Context: an optimization exercise on an open-source flow, tuned for small area, a short achievable clock period and few clock cycles. The choices shown serve that exercise and are no tape-out recipe.
RTL that was checked went through simulation tests only; none was proved equivalent to the original.
Power figures rest on the tool's default switching activity, not on a simulated workload.

== the baseline ==
## poker_table
module poker_table
#(
	parameter poker_money_pkg::chip_t START_CHIPS = 15'd2000
)
(
	input logic clock,
	input logic resetn,
	input logic start,
	input logic action_valid,
	input poker_flow_pkg::action_t action,
	input logic showdown_valid,
	input poker_flow_pkg::winner_t showdown_winner,
	output logic action_ready,
	output logic showdown_ready,
	output poker_money_pkg::seat_t to_act,
	output poker_flow_pkg::street_t street,
	output poker_money_pkg::chip_t stack0,
	output poker_money_pkg::chip_t stack1,
	output poker_money_pkg::chip_t bet0,
	output poker_money_pkg::chip_t bet1,
	output poker_money_pkg::chip_t pot,
	output logic hand_over,
	output logic match_over,
	output poker_money_pkg::seat_t match_winner
);
==> flow/config.mk <==
export PLATFORM = sky130hd
export DESIGN_NAME = poker_table
export DESIGN_NICKNAME = poker_table
export VERILOG_FILES = /design/flow/design.v
export SDC_FILE = /design/flow/constraint.sdc
export NUM_CORES = 4
export LEC_CHECK = 0
export CAP_MARGIN = 20
export CORE_MARGIN = 2
export CORE_UTILIZATION = 40
export SLEW_MARGIN = 20
==> flow/constraint.sdc <==
create_clock -name core_clock -period 14.0 [get_ports {clock}]
set_input_delay 2.8000 -clock core_clock [delete_from_list [all_inputs] [get_ports {clock}]]
set_output_delay 2.8000 -clock core_clock [all_outputs]
set_load 0.01 [all_outputs]
standard.sh (not shown) runs the stock make flow with config.mk's settings and CLKGATE_MAP_FILE= SYNTH_SCRIPT=/design/flow/synth_recipe.tcl, a recipe that flattens the netlist after the stock synthesis.
==> flow/flow/run.sh <==
#!/bin/bash
# Standard synthesis and layout, run stage by stage so each stage can get its
# own ORFS settings: flow/stage_<name>.txt holds make variable assignments,
# one per line (for example a setup margin for the timing repair, or the
# buffer cell for the port buffers). Each stage logs to <name>.log here.
set -euo pipefail
run() {
	local name=$1 target=$2
	local -a extra=()
	if [[ -f flow/stage_$name.txt ]]; then
		while IFS= read -r line; do
			[[ -z $line || $line == \#* ]] || extra+=("$line")
		done < flow/stage_$name.txt
	fi
	bash standard.sh "${extra[@]}" "$target" > "$name.log" 2>&1
}
bash standard.sh synth > synth.log 2>&1
run fp floorplan
run place place
run cts cts
run route finish
==> flow/flow/stage_fp.txt <==
SETUP_SLACK_MARGIN=9.5
==> flow/flow/stage_place.txt <==
BUFFER_PORTS_ARGS=-buffer_cell sky130_fd_sc_hd__buf_2
[inputs] the candidate vs the baseline
--- a/flow/design.v
+++ b/flow/design.v
@@ -41,53 +41,12 @@
 		CS_AWARD,
 		CS_HAND_DONE,
 		CS_MATCH_OVER
 	} ctrl_state_t;
 endpackage
 `default_nettype wire
-`default_nettype none
-module pfx_add #(parameter int N = 12)
-(
-	input logic [N-1:0] a,
-	input logic [N-1:0] b,
-	input logic cin,
-	output logic [N:0] y
-);
-	localparam int L = $clog2(N + 1);
-	logic [N:0] g [0:L];
-	logic [N:0] p [0:L];
-	logic [N-1:0] x;
-	assign x = a ^ b;
-	assign g[0][0] = cin;
-	assign p[0][0] = 1'b0;
-	assign g[0][N:1] = a & b;
-	assign p[0][N:1] = x;
-	genvar l, i;
-	generate
-		for (l = 0; l < L; l++)
-		begin : lv
-			for (i = 0; i <= N; i++)
-			begin : bt
-				if (((i >> l) & 1) == 1)
-				begin : mg
-					localparam int J = ((i >> l) << l) - 1;
-					assign g[l+1][i] = g[l][i] | (p[l][i] & g[l][J]);
-					assign p[l+1][i] = p[l][i] & p[l][J];
-				end
-				else
-				begin : ps
-					assign g[l+1][i] = g[l][i];
-					assign p[l+1][i] = p[l][i];
-				end
-			end
-		end
-	endgenerate
-	assign y[N-1:0] = x ^ g[L][N-1:0];
-	assign y[N] = g[L][N];
-endmodule
-`default_nettype wire
 `timescale 1ns/1ps
 `default_nettype none
 module poker_table
 #(
 	parameter poker_money_pkg::chip_t START_CHIPS = 15'd2000
 )
@@ -131,23 +90,19 @@
 		end
 		r[W] = c;
 		radd = r;
 	endfunction
 	amt_t t0, t1, b0, b1, p;
 	logic ta;	 
-	logic nta;	 
 	logic bb;	 
 	logic first;	 
 	logic [2:0] st;
 	logic ph_act, ph_show, ph_hov, ph_mov;	 
 	amt_t s0, s1;	 
-	logic [W:0] sd0, sd1;
-	pfx_add #(.N(W)) u_s0 (.a(t0), .b(~b0), .cin(1'b1), .y(sd0));
-	pfx_add #(.N(W)) u_s1 (.a(t1), .b(~b1), .cin(1'b1), .y(sd1));
-	assign s0 = sd0[W-1:0];
-	assign s1 = sd1[W-1:0];
+	assign s0 = t0 - b0;
+	assign s1 = t1 - b1;
 	assign stack0 = poker_money_pkg::chip_t'(s0);
 	assign stack1 = poker_money_pkg::chip_t'(s1);
 	assign bet0 = poker_money_pkg::chip_t'(b0);
 	assign bet1 = poker_money_pkg::chip_t'(b1);
 	assign pot = poker_money_pkg::chip_t'(p);
 	assign to_act = ta;
@@ -162,14 +117,14 @@
 	amt_t cap;	 
 	assign b0_gt = b0 > b1;
 	assign b1_gt = b1 > b0;
 	assign t0_gt = t0 > t1;
 	assign cap = t0_gt ? t1 : t0;
 	amt_t otot, pb;
-	assign otot = nta ? t0 : t1;
-	assign pb = nta ? b1 : b0;
+	assign otot = ta ? t1 : t0;
+	assign pb = ta ? b0 : b1;
 	logic need, over, covers, ps_nz, agt;
 	logic [W:0] dc;
 	assign need = ta ? b0_gt : b1_gt;	 
 	assign over = ta ? b1_gt : b0_gt;	 
 	assign dc = {1'b0, otot} - {1'b0, pb};	 
 	assign covers = !dc[W];
@@ -182,13 +137,13 @@
 	logic araise;
 	assign araise = covers && (dc[W-1:0] != '0) && ps_nz;
 	amt_t w0, w1;	 
 	assign w0 = amt_t'(radd(ALL, ~s1, 1'b1));
 	assign w1 = amt_t'(radd(ALL, ~s0, 1'b1));
 	amt_t pclose, p2;
-	assign p2 = p + {pb[W-2:0], 1'b0};
+	assign p2 = amt_t'(radd(p, {pb[W-2:0], 1'b0}, 1'b0));
 	assign pclose = over ? (ta ? w0 : w1) : covers ? p2 : (ta ? w1 : w0);
 	amt_t ctot;
 	assign ctot = !need ? (ta ? s1 : s0) : covers ? dc[W-1:0] : '0;
 	amt_t half, sp0, sp1;
 	assign half = p >> 1;
 	assign sp0 = amt_t'(radd(t0, half, p[0]));
@@ -302,33 +257,29 @@
 	end
 	always_ff @(posedge clock)
 	begin
 		if (go_start)	 
 		begin
 			ta <= 1'b0;
-			nta <= 1'b1;
 			bb <= 1'b1;
 			first <= 1'b1;
 			st <= 3'd0;
 		end
 		else if (a_close)	 
 		begin
 			ta <= bb;
-			nta <= !bb;
 			first <= 1'b1;
 			st <= st + 3'd1;
 		end
 		else if (take_a && !a_fold)
 		begin
 			ta <= !ta;
-			nta <= ta;
 			first <= 1'b0;
 		end
 		else if (hov_deal)
 		begin
-			nta <= !bb;
 			ta <= bb;	 
 			bb <= !bb;
 			first <= 1'b1;
 			st <= 3'd0;
 		end
 	end
- A start point of the critical path of ta$_SDFFE_PP0P_ is what the candidate shows, while t0[3]$_DFF_P_ belongs to the baseline.
- Synthesized cell count delta for the candidate relative to the baseline: 33 lower
- Final sequential cell count, the candidate and the baseline, higher one = the baseline.
- The candidate vs. the baseline: overall power consumption moved down, flip-flop and latch count after synthesis moved down, required time of the critical path moved up, cell total after placement moved down, leakage power total moved down.
- Pre-CTS setup slack in the candidate is 0.41 ns below the baseline.
- Against the baseline, cell internal power dissipation in the candidate fell by a few percent.
- The combinational power on the baseline is in line with that on the candidate.
- Sequential portion of the cell area: the baseline vs the candidate — no meaningful difference
No functional check of the RTL was part of any run of this note.

The RTL this note starts from:
==> flow/design.v <==
`default_nettype none
package poker_money_pkg;
	typedef logic [14:0] chip_t;	 
	typedef logic seat_t;	 
	localparam chip_t SMALL_BLIND = 15'd100;
	localparam chip_t BIG_BLIND = 15'd200;
endpackage
`default_nettype wire
`default_nettype none
package poker_flow_pkg;
	typedef enum logic [2:0] {
		ACT_CHECK = 3'd0,
		ACT_CALL = 3'd1,
		ACT_RAISE_2BB = 3'd2,
		ACT_RAISE_4BB = 3'd3,
		ACT_RAISE_6BB = 3'd4,
		ACT_ALL_IN = 3'd5,
		ACT_FOLD = 3'd6
	} action_t;
	typedef enum logic [2:0] {
		ST_PREFLOP = 3'd0,
		ST_FLOP = 3'd1,
		ST_TURN = 3'd2,
		ST_RIVER = 3'd3,
		ST_SHOWDOWN = 3'd4
	} street_t;
	typedef enum logic [1:0] {
		WIN_TIE = 2'd0,
		WIN_SEAT0 = 2'd1,
		WIN_SEAT1 = 2'd2
	} winner_t;
	typedef enum logic [3:0] {
		CS_IDLE,
		CS_RESET,
		CS_NEW_HAND,
		CS_BLINDS,
		CS_WAIT_ACTION,
		CS_APPLY,
		CS_STREET_END,
		CS_SHOWDOWN,
		CS_AWARD,
		CS_HAND_DONE,
		CS_MATCH_OVER
	} ctrl_state_t;
endpackage
`default_nettype wire
`timescale 1ns/1ps
`default_nettype none
module poker_table
#(
	parameter poker_money_pkg::chip_t START_CHIPS = 15'd2000
)
(
	input logic clock,
	input logic resetn,
	input logic start,
	input logic action_valid,
	input poker_flow_pkg::action_t action,
	input logic showdown_valid,
	input poker_flow_pkg::winner_t showdown_winner,
	output logic action_ready,
	output logic showdown_ready,
	output poker_money_pkg::seat_t to_act,
	output poker_flow_pkg::street_t street,
	output poker_money_pkg::chip_t stack0,
	output poker_money_pkg::chip_t stack1,
	output poker_money_pkg::chip_t bet0,
	output poker_money_pkg::chip_t bet1,
	output poker_money_pkg::chip_t pot,
	output logic hand_over,
	output logic match_over,
	output poker_money_pkg::seat_t match_winner
);
	localparam int W = 12;
	typedef logic [W-1:0] amt_t;
	localparam amt_t ALL = amt_t'(2 * START_CHIPS);
	localparam amt_t SB = amt_t'(poker_money_pkg::SMALL_BLIND);
	localparam amt_t BB = amt_t'(poker_money_pkg::BIG_BLIND);
	localparam amt_t R1 = amt_t'(2 * poker_money_pkg::BIG_BLIND);
	localparam amt_t R2 = amt_t'(4 * poker_money_pkg::BIG_BLIND);
	localparam amt_t R3 = amt_t'(6 * poker_money_pkg::BIG_BLIND);
	function automatic logic [W:0] radd(input amt_t a, input amt_t b, input logic cin);
		logic c;
		logic [W:0] r;
		c = cin;
		for (int i = 0; i < W; i++)
		begin
			r[i] = a[i] ^ b[i] ^ c;
			c = (a[i] & b[i]) | (c & (a[i] ^ b[i]));
		end
		r[W] = c;
		radd = r;
	endfunction
	amt_t t0, t1, b0, b1, p;
	logic ta;	 
	logic nta;	 
	logic bb;	 
	logic first;	 
	logic [2:0] st;
	logic ph_act, ph_show, ph_hov, ph_mov;	 
	amt_t s0, s1;	 
	assign s0 = t0 - b0;
	assign s1 = t1 - b1;
	assign stack0 = poker_money_pkg::chip_t'(s0);
	assign stack1 = poker_money_pkg::chip_t'(s1);
	assign bet0 = poker_money_pkg::chip_t'(b0);
	assign bet1 = poker_money_pkg::chip_t'(b1);
	assign pot = poker_money_pkg::chip_t'(p);
	assign to_act = ta;
	assign street = poker_flow_pkg::street_t'(st);
	assign action_ready = ph_act;
	assign showdown_ready = ph_show;
	assign hand_over = ph_hov;
	assign match_over = ph_mov;
	assign match_winner = t1[W-1];	 
	logic b0_gt, b1_gt;	 
	logic t0_gt;	 
	amt_t cap;	 
	assign b0_gt = b0 > b1;
	assign b1_gt = b1 > b0;
	assign t0_gt = t0 > t1;
	assign cap = t0_gt ? t1 : t0;
	amt_t otot, pb;
	assign otot = nta ? t0 : t1;
	assign pb = nta ? b1 : b0;
	logic need, over, covers, ps_nz, agt;
	logic [W:0] dc;
	assign need = ta ? b0_gt : b1_gt;	 
	assign over = ta ? b1_gt : b0_gt;	 
	assign dc = {1'b0, otot} - {1'b0, pb};	 
	assign covers = !dc[W];
	assign ps_nz = ta ? (t0 != b0) : (t1 != b1);
	assign agt = ta ? !t0_gt && (t0 != t1) : t0_gt;
	logic ok1, ok2, ok3;
	assign ok1 = (pb < R1) && (t0 >= R1) && (t1 >= R1);
	assign ok2 = (pb < R2) && (t0 >= R2) && (t1 >= R2);
	assign ok3 = (pb < R3) && (t0 >= R3) && (t1 >= R3);
	logic araise;
	assign araise = covers && (dc[W-1:0] != '0) && ps_nz;
	amt_t w0, w1;	 
	assign w0 = amt_t'(radd(ALL, ~s1, 1'b1));
	assign w1 = amt_t'(radd(ALL, ~s0, 1'b1));
	amt_t pclose, p2;
	assign p2 = p + {pb[W-2:0], 1'b0};
	assign pclose = over ? (ta ? w0 : w1) : covers ? p2 : (ta ? w1 : w0);
	amt_t ctot;
	assign ctot = !need ? (ta ? s1 : s0) : covers ? dc[W-1:0] : '0;
	amt_t half, sp0, sp1;
	assign half = p >> 1;
	assign sp0 = amt_t'(radd(t0, half, p[0]));
	assign sp1 = amt_t'(radd(t1, half, 1'b0));
	logic empty;
	amt_t post0, post1;
	assign empty = (t0 == '0) || (t1 == '0);
	assign post0 = bb ? ((t0 < BB) ? t0 : BB) : ((t0 < SB) ? t0 : SB);
	assign post1 = bb ? ((t1 < SB) ? t1 : SB) : ((t1 < BB) ? t1 : BB);
	logic idle_like, go_start, take_a, take_s, hov_deal;
	assign idle_like = !(ph_act || ph_show || ph_hov);
	assign go_start = idle_like && start;
	assign take_a = ph_act && action_valid;
	assign take_s = ph_show && showdown_valid;
	assign hov_deal = ph_hov && !empty;
	logic c_fold, c_r1, c_r2, c_r3, c_all;	 
	assign c_fold = (action == poker_flow_pkg::ACT_FOLD);
	assign c_r1 = (action == poker_flow_pkg::ACT_RAISE_2BB);
	assign c_r2 = (action == poker_flow_pkg::ACT_RAISE_4BB);
	assign c_r3 = (action == poker_flow_pkg::ACT_RAISE_6BB);
	assign c_all = (action == poker_flow_pkg::ACT_ALL_IN);
	logic a_r1, a_r2, a_r3, a_all, a_raise, a_call, a_close, a_fold;
	assign a_r1 = take_a && c_r1 && ok1;
	assign a_r2 = take_a && c_r2 && ok2;
	assign a_r3 = take_a && c_r3 && ok3;
	assign a_all = take_a && c_all && araise;
	assign a_raise = a_r1 || a_r2 || a_r3 || a_all;
	assign a_fold = take_a && c_fold;
	assign a_call = take_a && !c_fold && !(c_r1 && ok1) && !(c_r2 && ok2) && !(c_r3 && ok3) && !(c_all && araise);
	assign a_close = a_call && !first;
	logic win0, win1, split;
	assign win0 = take_s && (showdown_winner == poker_flow_pkg::WIN_SEAT0);
	assign win1 = take_s && (showdown_winner == poker_flow_pkg::WIN_SEAT1);
	assign split = take_s && !(showdown_winner == poker_flow_pkg::WIN_SEAT0) && !(showdown_winner == poker_flow_pkg::WIN_SEAT1);
	function automatic amt_t pick(input logic sel, input amt_t v);
		pick = {W{sel}} & v;
	endfunction
	amt_t cbet;
	assign cbet = !need ? (ta ? b1 : b0) : covers ? pb : otot;
	logic own0, own1;
	assign own0 = !ta;
	assign own1 = ta;
	amt_t nb0, nb1, nt0, nt1, np;
	assign nb0 = pick(go_start, SB) | pick(hov_deal, post0) |
		pick(own0 && a_r1, R1) | pick(own0 && a_r2, R2) | pick(own0 && a_r3, R3) |
		pick(own0 && a_all, cap) | pick(own0 && a_call && first, cbet) |
		pick(!(go_start || hov_deal || a_fold || a_close || (own0 && take_a)), b0);
	assign nb1 = pick(go_start, BB) | pick(hov_deal, post1) |
		pick(own1 && a_r1, R1) | pick(own1 && a_r2, R2) | pick(own1 && a_r3, R3) |
		pick(own1 && a_all, cap) | pick(own1 && a_call && first, cbet) |
		pick(!(go_start || hov_deal || a_fold || a_close || (own1 && take_a)), b1);
	assign nt0 = pick(go_start, ALL / 2) |
		pick((a_fold && own0) || (a_close && own1), s0) |
		pick((a_fold && own1) || win0, w0) |
		pick(a_close && own0, ctot) | pick(split, sp0) |
		pick(!(go_start || a_fold || a_close || win0 || split), t0);
	assign nt1 = pick(go_start, ALL / 2) |
		pick((a_fold && own1) || (a_close && own0), s1) |
		pick((a_fold && own0) || win1, w1) |
		pick(a_close && own1, ctot) | pick(split, sp1) |
		pick(!(go_start || a_fold || a_close || win1 || split), t1);
	assign np = pick(a_close, pclose) | pick(!(go_start || a_fold || a_close || take_s), p);
	always_ff @(posedge clock)
	begin
		b0 <= nb0;
		b1 <= nb1;
		t0 <= nt0;
		t1 <= nt1;
		p <= np;
	end
	always_ff @(posedge clock)
	begin
		if (!resetn)
		begin
			ph_act <= 1'b0;
			ph_show <= 1'b0;
			ph_hov <= 1'b0;
			ph_mov <= 1'b0;
		end
		else if (go_start)
		begin
			ph_act <= 1'b1;
			ph_mov <= 1'b0;
		end
		else if (take_a)
		begin
			if (a_fold)
			begin
				ph_act <= 1'b0;
				ph_hov <= 1'b1;
			end
			else if (a_close && st == 3'd3)
			begin
				ph_act <= 1'b0;
				ph_show <= 1'b1;
			end
		end
		else if (take_s)
		begin
			ph_show <= 1'b0;
			ph_hov <= 1'b1;
		end
		else if (ph_hov)
		begin
			ph_hov <= 1'b0;
			if (empty)
				ph_mov <= 1'b1;
			else
				ph_act <= 1'b1;
		end
	end
	always_ff @(posedge clock)
	begin
		if (go_start)	 
		begin
			ta <= 1'b0;
			nta <= 1'b1;
			bb <= 1'b1;
			first <= 1'b1;
			st <= 3'd0;
		end
		else if (a_close)	 
		begin
			ta <= bb;
			nta <= !bb;
			first <= 1'b1;
			st <= st + 3'd1;
		end
		else if (take_a && !a_fold)
		begin
			ta <= !ta;
			nta <= ta;
			first <= 1'b0;
		end
		else if (hov_deal)
		begin
			nta <= !bb;
			ta <= bb;	 
			bb <= !bb;
			first <= 1'b1;
			st <= 3'd0;
		end
	end
endmodule
`default_nettype wire
export LEC_CHECK = 0
export CAP_MARGIN = 20
export CORE_MARGIN = 2
export CORE_UTILIZATION = 40
export SLEW_MARGIN = 20
create_clock -name core_clock -period 14.0 [get_ports {clock}]
Scripts as last shown in full above: flow/flow/run.sh, flow/flow/stage_fp.txt, flow/flow/stage_place.txt
Testbench counts at the start, summed over its fixed seeds: cycles 10,701.
Then changed:
--- a/flow/design.v
+++ b/flow/design.v
@@ -90,17 +90,17 @@
 		end
 		r[W] = c;
 		radd = r;
 	endfunction
 	amt_t t0, t1, b0, b1, p;
 	logic ta;	 
-	logic nta;	 
 	logic bb;	 
 	logic first;	 
 	logic [2:0] st;
 	logic ph_act, ph_show, ph_hov, ph_mov;	 
+	logic gt0, gt1;	 
 	amt_t s0, s1;	 
 	assign s0 = t0 - b0;
 	assign s1 = t1 - b1;
 	assign stack0 = poker_money_pkg::chip_t'(s0);
 	assign stack1 = poker_money_pkg::chip_t'(s1);
 	assign bet0 = poker_money_pkg::chip_t'(b0);
@@ -110,26 +110,23 @@
 	assign street = poker_flow_pkg::street_t'(st);
 	assign action_ready = ph_act;
 	assign showdown_ready = ph_show;
 	assign hand_over = ph_hov;
 	assign match_over = ph_mov;
 	assign match_winner = t1[W-1];	 
-	logic b0_gt, b1_gt;	 
 	logic t0_gt;	 
 	amt_t cap;	 
-	assign b0_gt = b0 > b1;
-	assign b1_gt = b1 > b0;
 	assign t0_gt = t0 > t1;
 	assign cap = t0_gt ? t1 : t0;
 	amt_t otot, pb;
-	assign otot = nta ? t0 : t1;
-	assign pb = nta ? b1 : b0;
+	assign otot = ta ? t1 : t0;
+	assign pb = ta ? b0 : b1;
 	logic need, over, covers, ps_nz, agt;
 	logic [W:0] dc;
-	assign need = ta ? b0_gt : b1_gt;	 
-	assign over = ta ? b1_gt : b0_gt;	 
+	assign need = ta ? gt0 : gt1;	 
+	assign over = ta ? gt1 : gt0;	 
 	assign dc = {1'b0, otot} - {1'b0, pb};	 
 	assign covers = !dc[W];
 	assign ps_nz = ta ? (t0 != b0) : (t1 != b1);
 	assign agt = ta ? !t0_gt && (t0 != t1) : t0_gt;
 	logic ok1, ok2, ok3;
 	assign ok1 = (pb < R1) && (t0 >= R1) && (t1 >= R1);
@@ -138,25 +135,33 @@
 	logic araise;
 	assign araise = covers && (dc[W-1:0] != '0) && ps_nz;
 	amt_t w0, w1;	 
 	assign w0 = amt_t'(radd(ALL, ~s1, 1'b1));
 	assign w1 = amt_t'(radd(ALL, ~s0, 1'b1));
 	amt_t pclose, p2;
-	assign p2 = p + {pb[W-2:0], 1'b0};
+	assign p2 = amt_t'(radd(p, {pb[W-2:0], 1'b0}, 1'b0));
 	assign pclose = over ? (ta ? w0 : w1) : covers ? p2 : (ta ? w1 : w0);
 	amt_t ctot;
 	assign ctot = !need ? (ta ? s1 : s0) : covers ? dc[W-1:0] : '0;
 	amt_t half, sp0, sp1;
 	assign half = p >> 1;
 	assign sp0 = amt_t'(radd(t0, half, p[0]));
 	assign sp1 = amt_t'(radd(t1, half, 1'b0));
 	logic empty;
 	amt_t post0, post1;
 	assign empty = (t0 == '0) || (t1 == '0);
 	assign post0 = bb ? ((t0 < BB) ? t0 : BB) : ((t0 < SB) ? t0 : SB);
 	assign post1 = bb ? ((t1 < SB) ? t1 : SB) : ((t1 < BB) ? t1 : BB);
+	logic tsb_full, tbb_gt_sb, tbb_lt_sb, bbg, sbg, hgt0, hgt1;
+	assign tsb_full = bb ? !(t1 < SB) : !(t0 < SB);
+	assign tbb_gt_sb = bb ? t0_gt : !t0_gt && (t0 != t1);	 
+	assign tbb_lt_sb = bb ? !t0_gt && (t0 != t1) : t0_gt;
+	assign bbg = tsb_full ? (bb ? (t0 > SB) : (t1 > SB)) : tbb_gt_sb;
+	assign sbg = tsb_full ? (bb ? (t0 < SB) : (t1 < SB)) : tbb_lt_sb;
+	assign hgt0 = bb ? bbg : sbg;
+	assign hgt1 = bb ? sbg : bbg;
 	logic idle_like, go_start, take_a, take_s, hov_deal;
 	assign idle_like = !(ph_act || ph_show || ph_hov);
 	assign go_start = idle_like && start;
 	assign take_a = ph_act && action_valid;
 	assign take_s = ph_show && showdown_valid;
 	assign hov_deal = ph_hov && !empty;
@@ -214,12 +219,40 @@
 		t0 <= nt0;
 		t1 <= nt1;
 		p <= np;
 	end
 	always_ff @(posedge clock)
 	begin
+		if (go_start)
+		begin
+			gt0 <= 1'b0;
+			gt1 <= 1'b1;
+		end
+		else if (a_fold || a_close)
+		begin
+			gt0 <= 1'b0;
+			gt1 <= 1'b0;
+		end
+		else if (a_raise)	 
+		begin
+			gt0 <= !ta;
+			gt1 <= ta;
+		end
+		else if (a_call && need && covers)	 
+		begin
+			gt0 <= 1'b0;
+			gt1 <= 1'b0;
+		end
+		else if (hov_deal)
+		begin
+			gt0 <= hgt0;
+			gt1 <= hgt1;
+		end
+	end
+	always_ff @(posedge clock)
+	begin
 		if (!resetn)
 		begin
 			ph_act <= 1'b0;
 			ph_show <= 1'b0;
 			ph_hov <= 1'b0;
 			ph_mov <= 1'b0;
@@ -258,33 +291,29 @@
 	end
 	always_ff @(posedge clock)
 	begin
 		if (go_start)	 
 		begin
 			ta <= 1'b0;
-			nta <= 1'b1;
 			bb <= 1'b1;
 			first <= 1'b1;
 			st <= 3'd0;
 		end
 		else if (a_close)	 
 		begin
 			ta <= bb;
-			nta <= !bb;
 			first <= 1'b1;
 			st <= st + 3'd1;
 		end
 		else if (take_a && !a_fold)
 		begin
 			ta <= !ta;
-			nta <= ta;
 			first <= 1'b0;
 		end
 		else if (hov_deal)
 		begin
-			nta <= !bb;
 			ta <= bb;	 
 			bb <= !bb;
 			first <= 1'b1;
 			st <= 3'd0;
 		end
 	end
Result:
- The new run ran to the end with no violations
- hold slack is better by 0.031 ns
- non-clock buffer count climbs by 3
- cell area climbs by 0.50%
- count of clock-buffer cells in the layout drops by 2
- total power climbs by 12%
- die area climbs by 0.95%
- core utilization hardly moves
- area after synthesis climbs by 0.98%
- first-iteration DRC count climbs by 36%
Function not checked in the second run of this note: the RTL went through the layout flow alone.

## afterwards: timing with drivers on the ports
How much do the figures lean on ideal ports? The routed layouts below were timed once more, with nothing changed but the port constraints. Step 1 sets driving cells, clkbuf_16 on the clock port and buf_2 on the other inputs (assumed; they add their load-dependent delay and slew). Step 2 also shifts input and output timing later by t, the mid clock arrival at the registers, as if the neighbouring blocks saw the same clock. Slacks: ideal ports / drivers / drivers and shift; pairs: ideal ports / drivers.
run	shift t [ns]	slack for setup (ns)	clock arrival spread, ns	slew at the worst register clock pin (ns)	pins driven straight from the clock port
the baseline	0.399	7.962 / 7.915 / 8.314	0.007 / 0.006	0.07 / 0.07	1
the candidate	0.402	7.914 / 7.914 / 7.914	0.009 / 0.009	0.07 / 0.07	1
the first run of note 2	0.403	8.243 / 8.196 / 8.422	0.006 / 0.007	0.07 / 0.07	1
the second run of note 2	0.402	8.010 / 8.010 / 8.010	0.009 / 0.009	0.07 / 0.07	1
After both steps setup and hold are still met in every run listed.
